From an optimization exercise on the open Yosys and OpenROAD flow, aimed at small area; shortcuts taken in it are not production practice. In this exercise RTL edits were held to simulation tests only and were not proved equivalent to the original.

File: design/flow/constraint.sdc
create_clock -name core_clock -period 10.0 [get_ports {clk}]
set_input_delay 2.0000 -clock core_clock [delete_from_list [all_inputs] [get_ports {clk}]]
set_output_delay 2.0000 -clock core_clock [all_outputs]
set_load 0.01 [all_outputs]
File: design/flow/flow/abc_area.script
strash
dch
amap
topo
File: design/flow/design.v
package byte_pack_fifo_hs_pkg;
    typedef enum logic {
        ST_FILL  = 1'b0,
        ST_DRAIN = 1'b1
    } state_e;
    function automatic logic lane_kept(input logic [31:0] lane, input logic [31:0] nbytes);
        lane_kept = lane < nbytes;
    endfunction
endpackage
module byte_pack_fifo_hs_shifter #(
    parameter int W = 8
) (
    input  logic [W-1:0] a,
    input  logic [W-1:0] b,
    input  logic         s,
    input  logic         sn,
    output logic [W-1:0] y
);
    assign y = ~((a | {W{s}}) & (b | {W{sn}}));
endmodule
module byte_pack_fifo_hs #(
    parameter  int IN_BYTES   = 16,
    parameter  int OUT_BYTES  = 16,
    parameter  int FIFO_BYTES = 32,
    localparam int IN_W       = $clog2(IN_BYTES + 1),
    localparam int OUT_W      = $clog2(OUT_BYTES + 1),
    localparam int LVL_W      = $clog2(FIFO_BYTES + 1)
) (
    input  logic                clk,
    input  logic                rst_n,
    input  logic                sync_rst_i,
    input  logic                drain_i,
    input  logic                in_valid,
    output logic                in_ready,
    input  logic [IN_BYTES*8-1:0] in_data,
    input  logic [IN_W-1:0]     in_nbytes,
    input  logic [OUT_W-1:0]    out_req,
    output logic                out_valid,
    input  logic                out_ready,
    output logic [OUT_BYTES*8-1:0] out_data,
    output logic [OUT_W-1:0]    out_nbytes,
    output logic [LVL_W-1:0]    level_o,
    output logic                draining_o,
    output logic                err_len_o
);
    logic [5:0]   level_q, lvl_nxt;
    logic [4:0]   rd_q, wr;
    logic         drn_q, err_q;
    logic [7:0]   stor_q [32];
    logic         in_len_ok, req_ok, would_valid, in_rdy, out_vld, push, pop;
    logic [4:0]   out_n, out_nb, pop_n, push_n;
    assign in_len_ok = (in_nbytes != 5'd0) && (in_nbytes <= 5'd16);
    assign req_ok    = (out_req != 5'd0) && (out_req <= 5'd16);
    assign in_rdy    = !drn_q && (level_q <= 6'd16);
    assign would_valid = drn_q ? (level_q != 6'd0) : (level_q >= {1'b0, out_req});
    assign out_n     = (drn_q && (level_q < {1'b0, out_req})) ? level_q[4:0] : out_req;
    assign out_vld   = would_valid & req_ok;
    assign out_nb    = out_vld ? out_n : 5'd0;
    assign push      = in_valid & in_rdy & in_len_ok;
    assign pop       = out_vld & out_ready;
    assign pop_n     = pop ? out_n : 5'd0;
    assign push_n    = push ? in_nbytes : 5'd0;
    assign lvl_nxt   = level_q - {1'b0, pop_n} + {1'b0, push_n};
    assign wr        = rd_q + level_q[4:0];
    logic [127:0] ix0, ix1, ix2, ix3, ix4;
    assign ix0 = in_data;
    for (genvar i = 0; i < 16; i++) begin : g_irot
        byte_pack_fifo_hs_shifter #(.W(8)) u_s0 (.a(ix0[i*8 +: 8]), .b(ix0[((i + 15) % 16)*8 +: 8]),
            .s(wr[0]), .sn(~wr[0]), .y(ix1[i*8 +: 8]));
        byte_pack_fifo_hs_shifter #(.W(8)) u_s1 (.a(ix1[i*8 +: 8]), .b(ix1[((i + 14) % 16)*8 +: 8]),
            .s(wr[1]), .sn(~wr[1]), .y(ix2[i*8 +: 8]));
        byte_pack_fifo_hs_shifter #(.W(8)) u_s2 (.a(ix2[i*8 +: 8]), .b(ix2[((i + 12) % 16)*8 +: 8]),
            .s(wr[2]), .sn(~wr[2]), .y(ix3[i*8 +: 8]));
        byte_pack_fifo_hs_shifter #(.W(8)) u_s3 (.a(ix3[i*8 +: 8]), .b(ix3[((i + 8) % 16)*8 +: 8]),
            .s(wr[3]), .sn(~wr[3]), .y(ix4[i*8 +: 8]));
    end
    logic [15:0] thn0, th1, thn2, th3, thn4;
    for (genvar d = 0; d < 16; d++) begin : g_th
        assign thn0[d] = (5'(d) >= push_n);
    end
    byte_pack_fifo_hs_shifter #(.W(16)) u_th0 (.a(thn0), .b({thn0[14:0], thn0[15]}),
        .s(wr[0]), .sn(~wr[0]), .y(th1));
    byte_pack_fifo_hs_shifter #(.W(16)) u_th1 (.a(th1), .b({th1[13:0], th1[15:14]}),
        .s(wr[1]), .sn(~wr[1]), .y(thn2));
    byte_pack_fifo_hs_shifter #(.W(16)) u_th2 (.a(thn2), .b({thn2[11:0], thn2[15:12]}),
        .s(wr[2]), .sn(~wr[2]), .y(th3));
    byte_pack_fifo_hs_shifter #(.W(16)) u_th3 (.a(th3), .b({th3[7:0], th3[15:8]}),
        .s(wr[3]), .sn(~wr[3]), .y(thn4));
    logic [31:0] we;
    for (genvar i = 0; i < 16; i++) begin : g_we
        logic lo;
        assign lo        = (4'(i) >= wr[3:0]) ^ wr[4];
        assign we[i]     = ~(thn4[i] | ~lo);
        assign we[i+16]  = ~(thn4[i] | lo);
    end
    always_ff @(posedge clk) begin
        for (int s = 0; s < 32; s++)
            if (we[s]) stor_q[s] <= ix4[(s%16)*8 +: 8];
    end
    logic [127:0] ox0, ox1, ox2, ox3, ox4;
    for (genvar i = 0; i < 16; i++) begin : g_bank
        logic cov;
        assign cov = (4'(i) >= rd_q[3:0]) ^ rd_q[4];
        byte_pack_fifo_hs_shifter #(.W(8)) u_sel (.a(stor_q[i]), .b(stor_q[i+16]),
            .s(~cov), .sn(cov), .y(ox0[i*8 +: 8]));
    end
    for (genvar k = 0; k < 16; k++) begin : g_orot
        byte_pack_fifo_hs_shifter #(.W(8)) u_s0 (.a(ox0[k*8 +: 8]), .b(ox0[((k + 1) % 16)*8 +: 8]),
            .s(rd_q[0]), .sn(~rd_q[0]), .y(ox1[k*8 +: 8]));
        byte_pack_fifo_hs_shifter #(.W(8)) u_s1 (.a(ox1[k*8 +: 8]), .b(ox1[((k + 2) % 16)*8 +: 8]),
            .s(rd_q[1]), .sn(~rd_q[1]), .y(ox2[k*8 +: 8]));
        byte_pack_fifo_hs_shifter #(.W(8)) u_s2 (.a(ox2[k*8 +: 8]), .b(ox2[((k + 4) % 16)*8 +: 8]),
            .s(rd_q[2]), .sn(~rd_q[2]), .y(ox3[k*8 +: 8]));
        byte_pack_fifo_hs_shifter #(.W(8)) u_s3 (.a(ox3[k*8 +: 8]), .b(ox3[((k + 8) % 16)*8 +: 8]),
            .s(rd_q[3]), .sn(~rd_q[3]), .y(ox4[k*8 +: 8]));
    end
    for (genvar k = 0; k < 16; k++) begin : g_out
        assign out_data[k*8 +: 8] = (5'(k) < out_nb) ? ~ox4[k*8 +: 8] : 8'h00;
    end
    always_ff @(posedge clk or negedge rst_n) begin
        if (!rst_n) begin
            level_q <= '0;
            rd_q    <= '0;
            drn_q   <= 1'b0;
            err_q   <= 1'b0;
        end else if (sync_rst_i) begin
            level_q <= '0;
            rd_q    <= '0;
            drn_q   <= 1'b0;
            err_q   <= 1'b0;
        end else begin
            level_q <= lvl_nxt;
            rd_q    <= rd_q + pop_n;
            err_q   <= err_q | (in_valid & in_rdy & ~in_len_ok) | (would_valid & ~req_ok);
            if (!drn_q) drn_q <= drain_i && (lvl_nxt != 6'd0);
            else        drn_q <= (lvl_nxt != 6'd0);
        end
    end
    assign in_ready   = in_rdy;
    assign out_valid  = out_vld;
    assign out_nbytes = out_nb;
    assign level_o    = level_q;
    assign draining_o = drn_q;
    assign err_len_o  = err_q;
endmodule
File: design/flow/flow/run.sh
#!/bin/bash
# Own layout flow: the standard ORFS flow, with
#  - synthesis as standard, except that ABC maps with its area-only mapper (amap);
#    registers are mapped by Yosys before ABC runs, so they are the standard synthesis's;
#  - the port buffers made from the smallest buffer cell;
#  - clock tree synthesis without dummy loads.
set -euo pipefail
W=$(pwd)
# Copy of the ORFS scripts whose only change is the ABC area script.
rm -rf "$W/scripts_own"
cp -r "$FLOW_HOME/scripts" "$W/scripts_own"
cp "$W/flow/abc_area.script" "$W/scripts_own/abc_area.script"

bash standard.sh SCRIPTS_DIR="$W/scripts_own" synth > "$W/synth.log" 2>&1

bash standard.sh \
  BUFFER_PORTS_ARGS="-buffer_cell sky130_fd_sc_hd__buf_1" \
  CTS_ARGS="-sink_clustering_enable -repair_clock_nets -dont_use_dummy_load -buf_list {sky130_fd_sc_hd__clkbuf_4 sky130_fd_sc_hd__clkbuf_8} -sink_clustering_size 16 -sink_clustering_max_diameter 50" \
  finish > "$W/layout.log" 2>&1
File: design/flow/config.mk
export PLATFORM = sky130hd
export DESIGN_NAME = byte_pack_fifo_hs
export DESIGN_NICKNAME = byte_pack_fifo_hs
export VERILOG_FILES = /design/flow/design.v
export SDC_FILE = /design/flow/constraint.sdc
export NUM_CORES = 4
export LEC_CHECK = 0
export ABC_AREA = 1
export CAP_MARGIN = 0
export CORE_MARGIN = 2
export CORE_UTILIZATION = 70
export GPL_TIMING_DRIVEN = 0
export SETUP_SLACK_MARGIN = 0.3
export SLEW_MARGIN = 0
export SYNTH_HIERARCHICAL = 1
export SYNTH_MINIMUM_KEEP_SIZE = 0
File: design/flow/standard.sh
#!/bin/bash
# synth_recipe.tcl (not shown) runs the flow's synth.tcl, then flattens the netlist and writes it again
# the make line also repeats each setting of config.mk as NAME=value (left out here)
make -C /OpenROAD-flow-scripts/flow DESIGN_CONFIG=/design/flow/config.mk WORK_HOME=/design/flow/orfs CLKGATE_MAP_FILE= SYNTH_SCRIPT=/design/flow/synth_recipe.tcl "${@:-finish}"
==> results.cfg, run 1 <==
[cells_and_area]
n_fill_cell = 1717
layout_common_cells = o22ai_1 (1233), buf_1 (286), edfxtp_1 (256)
layout.nets = 2442
fin_cells = 2601
areaGrowthSynthToFinish_pct = 12.2
seq_area_sq_mm = 0.00803
fin_area_sq_mm = 0.0201
multiInputGateArea_sq_mm = 0.00968
drive_gt1_frac = 0.0251
final_common_cell = o22ai_1

[placed_design]
gp_congestion = 0.989
placed_area_sq_mm = 0.0198
io_buffers = 286
hpwl_mm = 50.9
placedCellCount = 2576

[clock_tree]
cts_tree = yes
cts_buffers = 22
clock_latency_ns = 0.55
cts_buffer_depth = 3
clock-sinks = 269
cts_max_level = 1
clockRootBuffer = clkbuf_8
postCtsSetupBuffers = 0
ctsHoldBuffers = 0
cts_resized = 0
path_clk_slew_ns = 0.08

[setup_path]
required_ns = 8.00
worstPathMaxFanout = 136
arrival_ns = 7.32
worstSetupPathType = flip-flop to output port
crit_path_end_kind = output port
crit_path_start_kind = flip-flop

[drt]
drc_errors = 0
wl_mm = 69.3
wl_per_cell_um = 26.6
vias = 21800
drt-initial-drc-count = 4956
ant_nets = 0
drtPass1Iterations = 10
viasPerCell = 8.36

[sta]
slew_headroom = 0.0687
layout_worst_path_cycle_share = 0.932
drv_slew = 0
fin_worst_skew_ns = 0.0245
hold_violations = 0
timing.fmax_mhz = 107
final-setup-viol-count = 0
period_needed_ns = 9.32
rsz0062_at_grt = no
hold_ws_ns = 0.551
tightest_slew_ns = 1.40

[grt]
track_usage = 0.494
gr-total-overflow = 0
grt_max_degree = 150
antenna_found_initial = 2
grt_pass1_wl_mm = 101
grt_pass1_vias = 17800

[floorplanning]
ios = 287
num_rows = 58
die_w_um = 164
die-area_sq_mm = 0.0269
start_util = 0.712
fp.coreArea_sq_mm = 0.0252
die_height_um = 164

[synthesis]
synthTopCellsByArea = o22ai_1 (43%), edfxtp_1 (43%), nor2_1 (4.5%)
synthArstFlopShare = 0.0483
synthFlopType = edfxtp_1
yosysSeqAreaShare = 0.447
synth.avg_cell_area_sq_um = 9.20
synth_edf_count = 256
ys_ff_latch = 269
synthXorXnorAreaFrac = 0
synth.area.mux_share = 0
synth.largest_area_cell = o22ai_1
synth_compound_area_frac = 0.453
synth-simple-area-share = 0.0618
synth_adder_area_share = 0.0211
syn-num-nets = 2118
syn_inst = 1948
synth_top_area_frac = 0.431
yosys.cell_types.count = 30
yosysWarnings = 9
netlist_area_sq_mm = 0.0179
synth_top_family_by_area = compound AO/OA/AOI/OAI gates

[min_path]
min_path_type = flip-flop to flip-flop

[status]
status = no timing/DRC/antenna violations

[flow_run]
cap_violations = 0
[sequential cells by signal (all words and copies together) (netlist names)]
register and cells:
level_q 6, drn_q 1, rd_q 5, err_q 1, stor_q 256
[layout make-up]
type,instances,area share
Antenna cell,1,0.000124
Inverter,80,0.0164
Clock buffer,22,0.0150
Timing Repair Buffer,300,0.0675
Multi-Input combinational cell,1599,0.481
Tap cell,330,0.0205
Sequential cell,269,0.399
[critical path, stage by stage (launching register included)]
cell,delay (ns)
dfrtp_4,1.25
clkinv_2,1.05
buf_12,0.49
nor2_1,0.19
o22ai_1,0.37
o22ai_1,0.93
clkinv_1,0.61
o22ai_1,0.51
o22ai_1,0.20
o22ai_1,0.32
o22ai_1,0.15
o22ai_1,0.27
nor2_1,0.16
buf_1,0.17
[cell usage after synthesis (2+ instances only)]
cell,instances
o22ai_1,1234
o21a_1,3
nor4_1,2
edfxtp_1,256
a31oi_1,3
ha_1,19
a22oi_1,2
o221ai_1,3
nor3_1,7
nand3_1,4
fa_1,7
dfrtp_1,13
clkinv_1,80
nor2b_1,26
nor2_1,216
or2_0,2
a21oi_1,30
o21ai_0,19
a31o_1,2
o31ai_1,2
nand2_1,9
[per-stage QoR]
stage	utilization	setup WS [ns]	setup TNS, ns
5_1_grt	0.799	0.377	0
3_3_place_gp	0.773	-1.90	-504.66
2_1_floorplan	-	0.536	0
4_1_cts	0.798	0.317	0
6_report	0.799	0.675	0
3_5_place_dp	0.786	0.332	0
[metal layers]
| layer | track usage | vias to the layer above | wire (um) |
|---|---|---|---|
| met5 | 0 | - | 13 |
| met4 | 0.198 | 2 | 3640 |
| met3 | 0.191 | 434 | 13200 |
| met2 | 0.729 | 2285 | 28800 |
| met1 | 0.661 | 9603 | 23700 |
| li1 | - | 9426 | - |
[cell families after synthesis]
family | Yosys count
AO/OA/AOI/OAI | 1304
adder cells (fa/ha/maj) | 26
AND/OR/NAND/NOR | 269
flip-flops | 269
buffers and inverters | 80
[path summary, 6_finish.rpt]
check | from | endpoint | slack [ns] | cells after the start
worst max register to register | rd_q[2] | stor_q[0][7] | 3.04 | 10
max in group asynchronous | rst_n | rd_q[3] | 8.01 | 1
worst min-delay path | err_q | err_q | 0.55 | 2
worst max-delay path | rd_q[2] | out_data[21] | 0.68 | 13
min in group asynchronous | rst_n | rd_q[1] | 1.48 | 1
worst min register to register | err_q | err_q | 0.55 | 2
==> run 2: changes to the inputs <==
--- a/design/flow/flow/run.sh
+++ b/design/flow/flow/run.sh
@@ -3,7 +3,8 @@
 #  - synthesis as standard, except that ABC maps with its area-only mapper (amap);
 #    registers are mapped by Yosys before ABC runs, so they are the standard synthesis's;
 #  - the port buffers made from the smallest buffer cell;
-#  - clock tree synthesis without dummy loads.
+#  - clock tree synthesis without dummy loads, from small clock buffers;
+#  - non-critical gates downsized after global routing (RECOVER_POWER).
 set -euo pipefail
 W=$(pwd)
 # Copy of the ORFS scripts whose only change is the ABC area script.
@@ -15,5 +16,6 @@
 
 bash standard.sh \
   BUFFER_PORTS_ARGS="-buffer_cell sky130_fd_sc_hd__buf_1" \
+  RECOVER_POWER=100 \
   CTS_ARGS="-sink_clustering_enable -repair_clock_nets -dont_use_dummy_load -buf_list {sky130_fd_sc_hd__clkbuf_4 sky130_fd_sc_hd__clkbuf_8} -sink_clustering_size 16 -sink_clustering_max_diameter 50" \
   finish > "$W/layout.log" 2>&1
==> run 2 against run 1 <==
Against the previous run:
- now fails the layout checks on max-capacitance violations, max-slew violations
- highest routed layer is now met4
- via count is 0.30% higher
- design area decreased by 0.16%
- die area is the same
- largest cell class unchanged
==> results.cfg, run 2 <==
[status]
status = finished with violations
so.violations = max-capacitance violations, max-slew violations

[clock_tree]
path_clk_slew_ns = 0.08
clock-sinks = 269
cts_max_level = 1
cts_tree = yes
clock_latency_ns = 0.55
clockRootBuffer = clkbuf_8
ctsHoldBuffers = 0
cts_buffer_depth = 3
cts_buffers = 22

[synthesis]
post-synth-top-count-cell = o22ai_1
synthTopCellsByCount = o22ai_1 (1234), edfxtp_1 (256), nor2_1 (216)
syn-num-nets = 2118
yosysWarnings = 9
synthFlopType = edfxtp_1
synthArstFlopShare = 0.0483
netlist_area_sq_mm = 0.0179
synthTopCellsByArea = o22ai_1 (43%), edfxtp_1 (43%), nor2_1 (4.5%)
yosysSeqAreaShare = 0.447
yosys.cell_types.count = 30
syn_inst = 1948
ys_ff_latch = 269
synth.avg_cell_area_sq_um = 9.20
synth_top_area_frac = 0.431
synth.largest_area_cell = o22ai_1
synth_edf_count = 256

[grt]
grt_pass1_wl_mm = 101
antenna_found_initial = 2
track_usage = 0.494
grt_max_degree = 150
gr-total-overflow = 0
grt_pass1_vias = 17800

[cells_and_area]
final_common_cell = o22ai_1
n_fill_cell = 1725
areaGrowthSynthToFinish_pct = 12.0
drive_gt1_frac = 0.0229
layout.nets = 2442
reg_top3 = stor_q: 256 flops, level_q: 6 flops, rd_q: 5 flops
layout_common_cells = o22ai_1 (1233), buf_1 (285), edfxtp_1 (256)
antenna_cells = 0
largest_reg_flops = 256
final_util = 0.798
largest-register = stor_q

[sta]
hold_ws_ns = 0.551
rsz0062_at_grt = no
drv_slew = 195
hold_violations = 0
tightest_slew_ns = 3.80
fin_worst_skew_ns = 0.0270
final-setup-viol-count = 0
timing.fmax_mhz = 106
period_needed_ns = 9.39
layout_worst_path_cycle_share = 0.939
slew_headroom = -1.53

[setup_path]
required_ns = 8.00
crit_path_start_kind = flip-flop
worstPathMaxFanout = 132
arrival_ns = 7.39
worstSetupPathType = flip-flop to output port
crit_path_end_kind = output port

[flow_run]
cap_violations = 2

[placed_design]
hpwl_mm = 50.9
gp_congestion = 0.989
io_buffers = 286

[floorplanning]
die_height_um = 164
num_rows = 58
die-area_sq_mm = 0.0269
start_util = 0.712
ios = 287
fp.coreArea_sq_mm = 0.0252
die_w_um = 164

[drt]
drtPass1Iterations = 11
drt-initial-drc-count = 4974
drc_errors = 0
wl_per_cell_um = 26.6
viasPerCell = 8.39
ant_nets = 0
wl_mm = 69.1
vias = 21800

[min_path]
min_path_type = flip-flop to flip-flop
run 2: layout make-up:
| cell class | count | area (sq um) | area share |
|---|---|---|---|
| Multi-Input combinational cell | 1599 | 9660 | 0.481 |
| Clock buffer | 22 | 303 | 0.0151 |
| Tap cell | 330 | 413 | 0.0206 |
| Sequential cell | 269 | 8030 | 0.400 |
| Timing Repair Buffer | 300 | 1360 | 0.0676 |
| Inverter | 80 | 323 | 0.0161 |
run 2: path summary, 6_finish.rpt:
check	cells past startpoint	slack, ns	from	end
worst max-delay path	13	0.61	rd_q[0]	out_data[53]
worst min-delay path	2	0.55	err_q	err_q
worst max register to register	8	2.39	rd_q[0]	stor_q[23][4]
worst min register to register	2	0.55	err_q	err_q
max in group asynchronous	1	8.00	rst_n	rd_q[2]
min in group asynchronous	1	1.48	rst_n	drn_q
run 2: timing repair:
| action | CTS | global route |
|---|---|---|
| setup buffers | 0 | 0 |
| hold endpoints to repair | 0 | 0 |
| endpoints found under the setup margin | 0 | 71 |
| resized for setup | 0 | 5 |
run 2: kinds of logic after synthesis:
kind of cell,synth area share
buffers and inverters,0.0167
AOI/OAI and AO/OA,0.453
adders and majority gates,0.0211
DFF,0.447
and+or+nand+nor,0.0618
run 2: per-layer routing:
layer  vias up  part of all wire  wire [um]  track usage
met1      9637              0.34      23400        0.661
met3       446              0.19      13300        0.191
met4         0             0.052       3570        0.198
met2      2287              0.42      28900        0.729
met5         -                 0          0            0
li1       9446                 -          -            -
run 2: worst max-delay path, stage by stage (launching register included):
cell,delay [ns]
dfrtp_4,1.17
inv_1,0.97
buf_16,0.48
nor2_1,0.26
nor2_1,0.09
a21oi_1,0.98
clkinv_1,0.72
o22ai_1,0.77
o22ai_1,0.22
o22ai_1,0.29
o22ai_1,0.17
o22ai_1,0.26
nor2_1,0.15
buf_1,0.20
run 2: through the flow:
stage                     setup slack, ns  cell area, sq um  cells  setup TNS [ns]
after floorplan                     0.536             18000   1948               0
after global placement              -1.90             19500   2564         -504.66
after detailed placement            0.332             19800   2576               0
after CTS                           0.317             20100   2598               0
after global routing                0.248             20100   2600               0
final                               0.609             20100   2600               0
==> run 3: changes to the inputs <==
==> design/flow/flow/run.sh (replaced) <==
#!/bin/bash
# Own layout flow: the standard ORFS flow, with
#  - synthesis as standard, except that ABC maps with its area-only mapper (amap);
#    registers are mapped by Yosys before ABC runs, so they are the standard synthesis's;
#  - the port buffers made from the smallest buffer cell;
#  - clock tree synthesis without dummy loads.
set -euo pipefail
W=$(pwd)
# Copy of the ORFS scripts whose only change is the ABC area script.
rm -rf "$W/scripts_own"
cp -r "$FLOW_HOME/scripts" "$W/scripts_own"
cp "$W/flow/abc_area.script" "$W/scripts_own/abc_area.script"

bash standard.sh SCRIPTS_DIR="$W/scripts_own" synth > "$W/synth.log" 2>&1

bash standard.sh \
  BUFFER_PORTS_ARGS="-buffer_cell sky130_fd_sc_hd__buf_1" \
  CTS_ARGS="-sink_clustering_enable -repair_clock_nets -dont_use_dummy_load -buf_list {sky130_fd_sc_hd__clkbuf_4} -sink_clustering_size 10 -sink_clustering_max_diameter 40" \
  finish > "$W/layout.log" 2>&1
--- a/design/flow/config.mk
+++ b/design/flow/config.mk
@@ -6,11 +6,11 @@
 export NUM_CORES = 4
 export LEC_CHECK = 0
 export ABC_AREA = 1
-export CAP_MARGIN = 0
+export CAP_MARGIN = 10
 export CORE_MARGIN = 2
 export CORE_UTILIZATION = 70
 export GPL_TIMING_DRIVEN = 0
-export SETUP_SLACK_MARGIN = 0.3
-export SLEW_MARGIN = 0
+export SETUP_SLACK_MARGIN = 0.6
+export SLEW_MARGIN = 10
 export SYNTH_HIERARCHICAL = 1
 export SYNTH_MINIMUM_KEEP_SIZE = 0
==> run 3 against run 2 <==
Against the previous run:
- the run now finishes clean
- cell count is 0.77% higher
- worst hold slack gained 0.029 ns
- first-iteration DRC count increased by 0.76%
- critical path depth shrank 1
- largest cell class unchanged
==> results.cfg, run 3 <==
[grt]
track_usage = 0.487
grt_pass1_wl_mm = 99.0
gr-total-overflow = 0
antenna_found_initial = 1
grt_max_degree = 146
grt_pass1_vias = 17600

[floorplanning]
num_rows = 58
start_util = 0.712
die_w_um = 164
die_height_um = 164
die-area_sq_mm = 0.0269
ios = 287
fp.coreArea_sq_mm = 0.0252

[clock_tree]
clock-sinks = 269
path_clk_slew_ns = 0.10
clock_latency_ns = 0.65
cts_tree = yes
cts_buffer_depth = 3
clockRootBuffer = clkbuf_4
cts_max_level = 2
cts_buffers = 36

[cells_and_area]
largest_reg_flops = 256
n_fill_cell = 1649
largest-register = stor_q
fin_area_sq_mm = 0.0202
reg_top3 = stor_q: 256 flops, level_q: 6 flops, rd_q: 5 flops
layout.nets = 2460
final_util = 0.803
layout_common_cells = o22ai_1 (1233), buf_1 (286), edfxtp_1 (256)
final_common_cell = o22ai_1
drive_gt1_frac = 0.0341
areaGrowthSynthToFinish_pct = 12.8

[drt]
wl_per_cell_um = 26.2
drt-initial-drc-count = 5012
vias = 21800
ant_nets = 0
drc_errors = 0
wl_mm = 68.8
drtPass1Iterations = 8
viasPerCell = 8.34

[sta]
tightest_slew_ns = 1.32
drv_slew = 0
period_needed_ns = 9.47
layout_worst_path_cycle_share = 0.947
fin_worst_skew_ns = 0.0730
slew_headroom = 0.123
rsz0062_at_grt = yes
fin_setup_tns_ns = 0
final-setup-viol-count = 0
timing.fmax_mhz = 106
hold_violations = 0

[synthesis]
synthFlopType = edfxtp_1
synthTopCellsByCount = o22ai_1 (1234), edfxtp_1 (256), nor2_1 (216)
synth.largest_area_cell = o22ai_1
synthArstFlopShare = 0.0483
synth_top_area_frac = 0.431
synth.avg_cell_area_sq_um = 9.20
yosysSeqAreaShare = 0.447
synthTopCellsByArea = o22ai_1 (43%), edfxtp_1 (43%), nor2_1 (4.5%)
synth_edf_count = 256
ys_ff_latch = 269
yosys.cell_types.count = 30
post-synth-top-count-cell = o22ai_1
yosysWarnings = 9
syn_inst = 1948
syn-num-nets = 2118
netlist_area_sq_mm = 0.0179

[min_path]
min_path_type = flip-flop to flip-flop

[setup_path]
timing.critical_path.buf_inv = 4
crit_family = compound AO/OA/AOI/OAI gates
crit_path_start_kind = flip-flop
worstSetupPathType = flip-flop to output port
cp_slowest_cell = o22ai_1
required_ns = 8.00
critPathMaxStageDelay_ns = 1.03
worstPathMaxFanout = 30
critPathMostFrequentCell = o22ai_1
crit_path_end_kind = output port
arrival_ns = 7.47
crit_chain = clkinvlp_4 > o22ai_1 > clkinv_1 > o22ai_1 > clkinv_1 > o22ai_1 > o22ai_1 > o22ai_1 > o22ai_1 > o22ai_1 > nor2_1 > buf_1

[status]
status = no timing/DRC/antenna violations

[flow_run]
cap_violations = 0

[placed_design]
gp_congestion = 1.01
placed_area_sq_mm = 0.0198
io_buffers = 286
hpwl_mm = 50.3
[run 3: final cells by class]
class                      instances  area [sq um]  area share
inverter                          80           344      0.0170
clock buffer                      36           270      0.0134
timing repair buffer             304          1470      0.0725
tap                              330           413      0.0204
multi-input combinational       1599          9690       0.479
antenna                            2          5.00    0.000248
sequential                       269          8030       0.397
[run 3: stage by stage]
| stage | std cells | hold WS (ns) | setup slack, ns |
|---|---|---|---|
| global placement | 2564 | 0.532 | -1.85 |
| detailed placement | 2576 | 0.543 | 0.242 |
| CTS | 2612 | 0.560 | 0.617 |
| finish | 2620 | 0.579 | 0.532 |
| global route | 2618 | 0.612 | 0.524 |
| floorplan | 1948 | 0.541 | 0.620 |
[run 3: cell families after synthesis]
| logic type | Yosys count | share of synthesized area |
|---|---|---|
| buffers and inverters | 80 | 0.0167 |
| AND/OR/NAND/NOR | 269 | 0.0618 |
| adder cells (fa/ha/maj) | 26 | 0.0211 |
| flip-flops | 269 | 0.447 |
| AO/OA/AOI/OAI | 1304 | 0.453 |
[run 3: worst register-to-register path: cells and delay by family, from the launching register on]
| family | cells | cell delay, ns |
|---|---|---|
| buffers and inverters | 2 | 1.46 |
| AO/OA/AOI/OAI | 4 | 2.23 |
| AND/OR/NAND/NOR | 3 | 1.12 |
| flip-flops | 1 | 0.90 |
[run 3: per-layer routing]
metal | vias up | part of all wire | wire length, um | global-route usage
met5 | - | 0.00020 | 14 | 0
li1 | 9474 | - | - | -
met2 | 2280 | 0.41 | 28300 | 0.712
met3 | 435 | 0.19 | 13400 | 0.177
met4 | 2 | 0.055 | 3810 | 0.197
met1 | 9647 | 0.34 | 23300 | 0.662
[run 3: path summary, 6_finish.rpt]
kind	start	end	slack, ns	cells past startpoint
hold / removal	err_q	err_q	0.58	2
setup reg to reg	rd_q[4]	stor_q[0][6]	3.91	9
setup / recovery	rd_q[4]	out_data[127]	0.53	12
min in group asynchronous	rst_n	rd_q[1]	1.35	1
hold reg to reg	err_q	err_q	0.58	2
max in group asynchronous	rst_n	rd_q[3]	8.15	1
[run 3: repair_timing]
action	4_1_cts	5_1_grt
buffers inserted	0	0
hold buffers	0	0
endpoints found under the setup margin	16	107
resized for setup	1	4
==> run 4: changes to the inputs <==
--- a/design/flow/design.v
+++ b/design/flow/design.v
@@ -74,24 +74,17 @@
         byte_pack_fifo_hs_shifter #(.W(8)) u_s3 (.a(ix3[i*8 +: 8]), .b(ix3[((i + 8) % 16)*8 +: 8]),
             .s(wr[3]), .sn(~wr[3]), .y(ix4[i*8 +: 8]));
     end
-    logic [15:0] thn0, th1, thn2, th3, thn4;
-    for (genvar d = 0; d < 16; d++) begin : g_th
-        assign thn0[d] = (5'(d) >= push_n);
-    end
-    byte_pack_fifo_hs_shifter #(.W(16)) u_th0 (.a(thn0), .b({thn0[14:0], thn0[15]}),
-        .s(wr[0]), .sn(~wr[0]), .y(th1));
-    byte_pack_fifo_hs_shifter #(.W(16)) u_th1 (.a(th1), .b({th1[13:0], th1[15:14]}),
-        .s(wr[1]), .sn(~wr[1]), .y(thn2));
-    byte_pack_fifo_hs_shifter #(.W(16)) u_th2 (.a(thn2), .b({thn2[11:0], thn2[15:12]}),
-        .s(wr[2]), .sn(~wr[2]), .y(th3));
-    byte_pack_fifo_hs_shifter #(.W(16)) u_th3 (.a(th3), .b({th3[7:0], th3[15:8]}),
-        .s(wr[3]), .sn(~wr[3]), .y(thn4));
+    logic [4:0]  wend;
     logic [31:0] we;
+    assign wend = {1'b0, wr[3:0]} + push_n;
     for (genvar i = 0; i < 16; i++) begin : g_we
-        logic lo;
-        assign lo        = (4'(i) >= wr[3:0]) ^ wr[4];
-        assign we[i]     = ~(thn4[i] | ~lo);
-        assign we[i+16]  = ~(thn4[i] | lo);
+        logic ge, lt, hit, lo;
+        assign ge        = (4'(i) >= wr[3:0]);
+        assign lt        = (4'(i) < wend[3:0]);
+        assign hit       = wend[4] ? (ge | lt) : (ge & lt);
+        assign lo        = ge ^ wr[4];
+        assign we[i]     = hit & lo;
+        assign we[i+16]  = hit & ~lo;
     end
     always_ff @(posedge clk) begin
         for (int s = 0; s < 32; s++)
--- a/design/flow/flow/run.sh
+++ b/design/flow/flow/run.sh
@@ -15,5 +15,5 @@
 
 bash standard.sh \
   BUFFER_PORTS_ARGS="-buffer_cell sky130_fd_sc_hd__buf_1" \
-  CTS_ARGS="-sink_clustering_enable -repair_clock_nets -dont_use_dummy_load -buf_list {sky130_fd_sc_hd__clkbuf_4} -sink_clustering_size 10 -sink_clustering_max_diameter 40" \
+  CTS_ARGS="-sink_clustering_enable -repair_clock_nets -dont_use_dummy_load -buf_list {sky130_fd_sc_hd__clkbuf_4 sky130_fd_sc_hd__clkbuf_8} -sink_clustering_size 16 -sink_clustering_max_diameter 50" \
   finish > "$W/layout.log" 2>&1
--- a/design/flow/config.mk
+++ b/design/flow/config.mk
@@ -6,11 +6,11 @@
 export NUM_CORES = 4
 export LEC_CHECK = 0
 export ABC_AREA = 1
-export CAP_MARGIN = 10
+export CAP_MARGIN = 0
 export CORE_MARGIN = 2
 export CORE_UTILIZATION = 70
 export GPL_TIMING_DRIVEN = 0
-export SETUP_SLACK_MARGIN = 0.6
-export SLEW_MARGIN = 10
+export SETUP_SLACK_MARGIN = 0.3
+export SLEW_MARGIN = 0
 export SYNTH_HIERARCHICAL = 1
 export SYNTH_MINIMUM_KEEP_SIZE = 0
==> run 4 against run 3 <==
Against the previous run:
- still clean
- clock skew down 0.044 ns
- wire length up 2.7%
- flip-flop and latch count unchanged
- design area down 0.70%
==> results.cfg, run 4 <==
[synthesis]
synthFlopType = edfxtp_1
synthTopCellsByArea = edfxtp_1 (43%), o22ai_1 (41%), nor2_1 (4.9%)
synthArstFlopShare = 0.0483
synth_edf_count = 256
synth_top_area_frac = 0.430
yosys.cell_types.count = 27
netlist_area_sq_mm = 0.0179
synth.avg_cell_area_sq_um = 9.17
post-synth-top-count-cell = o22ai_1
ys_ff_latch = 269
syn-num-nets = 2124
synthTopCellsByCount = o22ai_1 (1175), edfxtp_1 (256), nor2_1 (232)
yosysSeqAreaShare = 0.448
yosysWarnings = 9
syn_inst = 1949
synth.largest_area_cell = edfxtp_1

[grt]
grt_pass1_wl_mm = 102
gr-total-overflow = 0
grt_pass1_vias = 18000
grt_max_degree = 138
antenna_found_initial = 1
track_usage = 0.501

[clock_tree]
clock-sinks = 269
cts_max_level = 1
cts_buffer_depth = 3
path_clk_slew_ns = 0.08
cts_tree = yes
postCtsSetupBuffers = 0
clockRootBuffer = clkbuf_8
cts_buffers = 22
clock_latency_ns = 0.55

[sta]
fin_setup_tns_ns = 0
tightest_slew_ns = 1.35
layout_worst_path_cycle_share = 0.947
fin_worst_skew_ns = 0.0286
slew_headroom = 0.102
rsz0062_at_grt = no
period_needed_ns = 9.47
timing.fmax_mhz = 106
drv_slew = 0
hold_violations = 0
hold_ws_ns = 0.546
final-setup-viol-count = 0

[placed_design]
gp_congestion = 0.984
io_buffers = 286
hpwl_mm = 52.1
placed_area_sq_mm = 0.0197

[drt]
wl_mm = 70.6
wl_per_cell_um = 27.2
drt-initial-drc-count = 4876
drtPass1Iterations = 14
viasPerCell = 8.42
drc_errors = 0
ant_nets = 0
vias = 21900

[floorplanning]
start_util = 0.712
die_height_um = 164
num_rows = 58
die-area_sq_mm = 0.0268
fp.coreArea_sq_mm = 0.0251
ios = 287
die_w_um = 164

[cells_and_area]
seq_area_sq_mm = 0.00803
antenna_cells = 0
layout.nets = 2446
largest-register = stor_q
reg_top3 = stor_q: 256 flops, level_q: 6 flops, rd_q: 5 flops
multiInputGateArea_sq_mm = 0.00962
drive_gt1_frac = 0.0247
n_fill_cell = 1610
final_common_cell = o22ai_1
layout_common_cells = o22ai_1 (1175), buf_1 (286), edfxtp_1 (256)
areaGrowthSynthToFinish_pct = 12.3
largest_reg_flops = 256
fin_area_sq_mm = 0.0201

[setup_path]
arrival_ns = 7.47
crit_path_end_kind = output port
required_ns = 8.00
worstPathMaxFanout = 30
worstSetupPathType = flip-flop to output port
critical_path.startpoint = rd_q[4]
reg2reg_from = rd_q[2]
crit_path_start_kind = flip-flop

[min_path]
min_path_type = flip-flop to flip-flop
hp-start = err_q

[status]
status = no timing/DRC/antenna violations

[flow_run]
cap_violations = 0
-- run 4: cell count changes in the layout (fill, tap and decap cells not counted), moves of 4 or more --
cell	delta
a21oi_1	+11
clkinv_1	+8
buf_16	-5
buf_4	-4
clkbuf_4	-36
o22ai_1	-58
o21ai_0	+7
ha_1	+4
nand2_1	+6
clkbuf_8	+22
clkinv_4	-4
clkinv_2	+4
nor2_1	+18
-- run 4: area by class of cell --
type | instances | area share
clock buffers | 22 | 0.0151
repair buffers | 298 | 0.0677
flip-flops and latches | 269 | 0.400
multi-input cells | 1593 | 0.479
inverters | 87 | 0.0175
well taps | 330 | 0.0206
-- run 4: per-stage QoR --
step	cells	utilization	setup slack [ns]
2_1_floorplan	1949	-	0.404
3_3_place_gp	2565	0.773	-2.40
3_5_place_dp	2577	0.786	-0.232
4_1_cts	2599	0.799	0.498
5_1_grt	2599	0.799	0.333
6_report	2599	0.799	0.527
-- run 4: kinds of logic (layout without fill, tap and decap cells) --
family | count (synthesis) | count (layout) | share of synthesized area
AOI/OAI and AO/OA | 1266 | 1266 | 0.440
buffers and inverters | 87 | 407 | 0.0183
adders and majority gates | 31 | 31 | 0.0251
and+or+nand+nor | 296 | 296 | 0.0682
DFF | 269 | 269 | 0.448
-- run 4: worst max-delay path, cell delays in order, from the launching register on --
cell	delay [ns]
dfrtp_1	0.87
clkinv_1	1.07
o22ai_1	1.17
clkinv_1	0.65
o22ai_1	0.90
clkinv_1	0.56
o22ai_1	0.42
o22ai_1	0.17
o22ai_1	0.32
o22ai_1	0.16
o22ai_1	0.34
nor2_1	0.10
buf_1	0.16
-- run 4: worst paths after layout --
check | end | slack, ns | depth (start not counted)
max | out_data[65] | 0.53 | 12
max in group asynchronous | rd_q[2] | 8.04 | 1
min reg2reg | err_q | 0.55 | 2
min in group asynchronous | level_q[3] | 1.46 | 1
min | err_q | 0.55 | 2
max reg2reg | stor_q[13][6] | 1.72 | 15
-- run 4: timing repair --
item                                    in CTS  in global routing
hold buffers                                 0                  0
cloned                                       0                  0
endpoints found under the setup margin      15                 49
resized for setup                            2                  3
-- run 4: metal layers --
layer,GRT usage,up-vias,part of all wire,wire [um]
met5,0,-,0,0
met4,0.229,0,0.068,4770
met3,0.206,523,0.19,13500
met2,0.723,2416,0.41,28700
met1,0.663,9642,0.34,23800
li1,-,9311,-,-

## afterwards: timing with drivers on the ports
In the flow no input, the clock included, has a driving cell. The finished layouts below were timed again as built, in two steps.
Step 1, drivers: a clkbuf_16 drives clk and a buf_2 each remaining input, both assumed.
Step 2 also shifts input and output timing later by t, the mid clock arrival at the registers, as if the neighbouring blocks saw the same clock.
Slacks: no drivers / after step 1 / after step 2; pairs: no drivers / after step 1.
run | t, ns | setup slack, ns | clock arrival spread, ns | worst register clock-pin slew, ns | worst slew at a driven data input, ns
run 1 | 0.581 | 0.675 / 0.629 / 0.744 | 0.035 / 0.035 | 0.10 / 0.10 | 0.05
run 2 | 0.581 | 0.609 / 0.562 / 0.600 | 0.027 / 0.028 | 0.10 / 0.10 | 0.06
run 3 | 0.674 | 0.532 / 0.477 / 0.707 | 0.094 / 0.093 | 0.11 / 0.11 | 0.04
run 4 | 0.587 | 0.527 / 0.482 / 0.521 | 0.042 / 0.043 | 0.10 / 0.10 | 0.06
The setup slack of run 2, which loses most, moves by -0.047 ns with the drivers and by -0.009 ns with both steps.
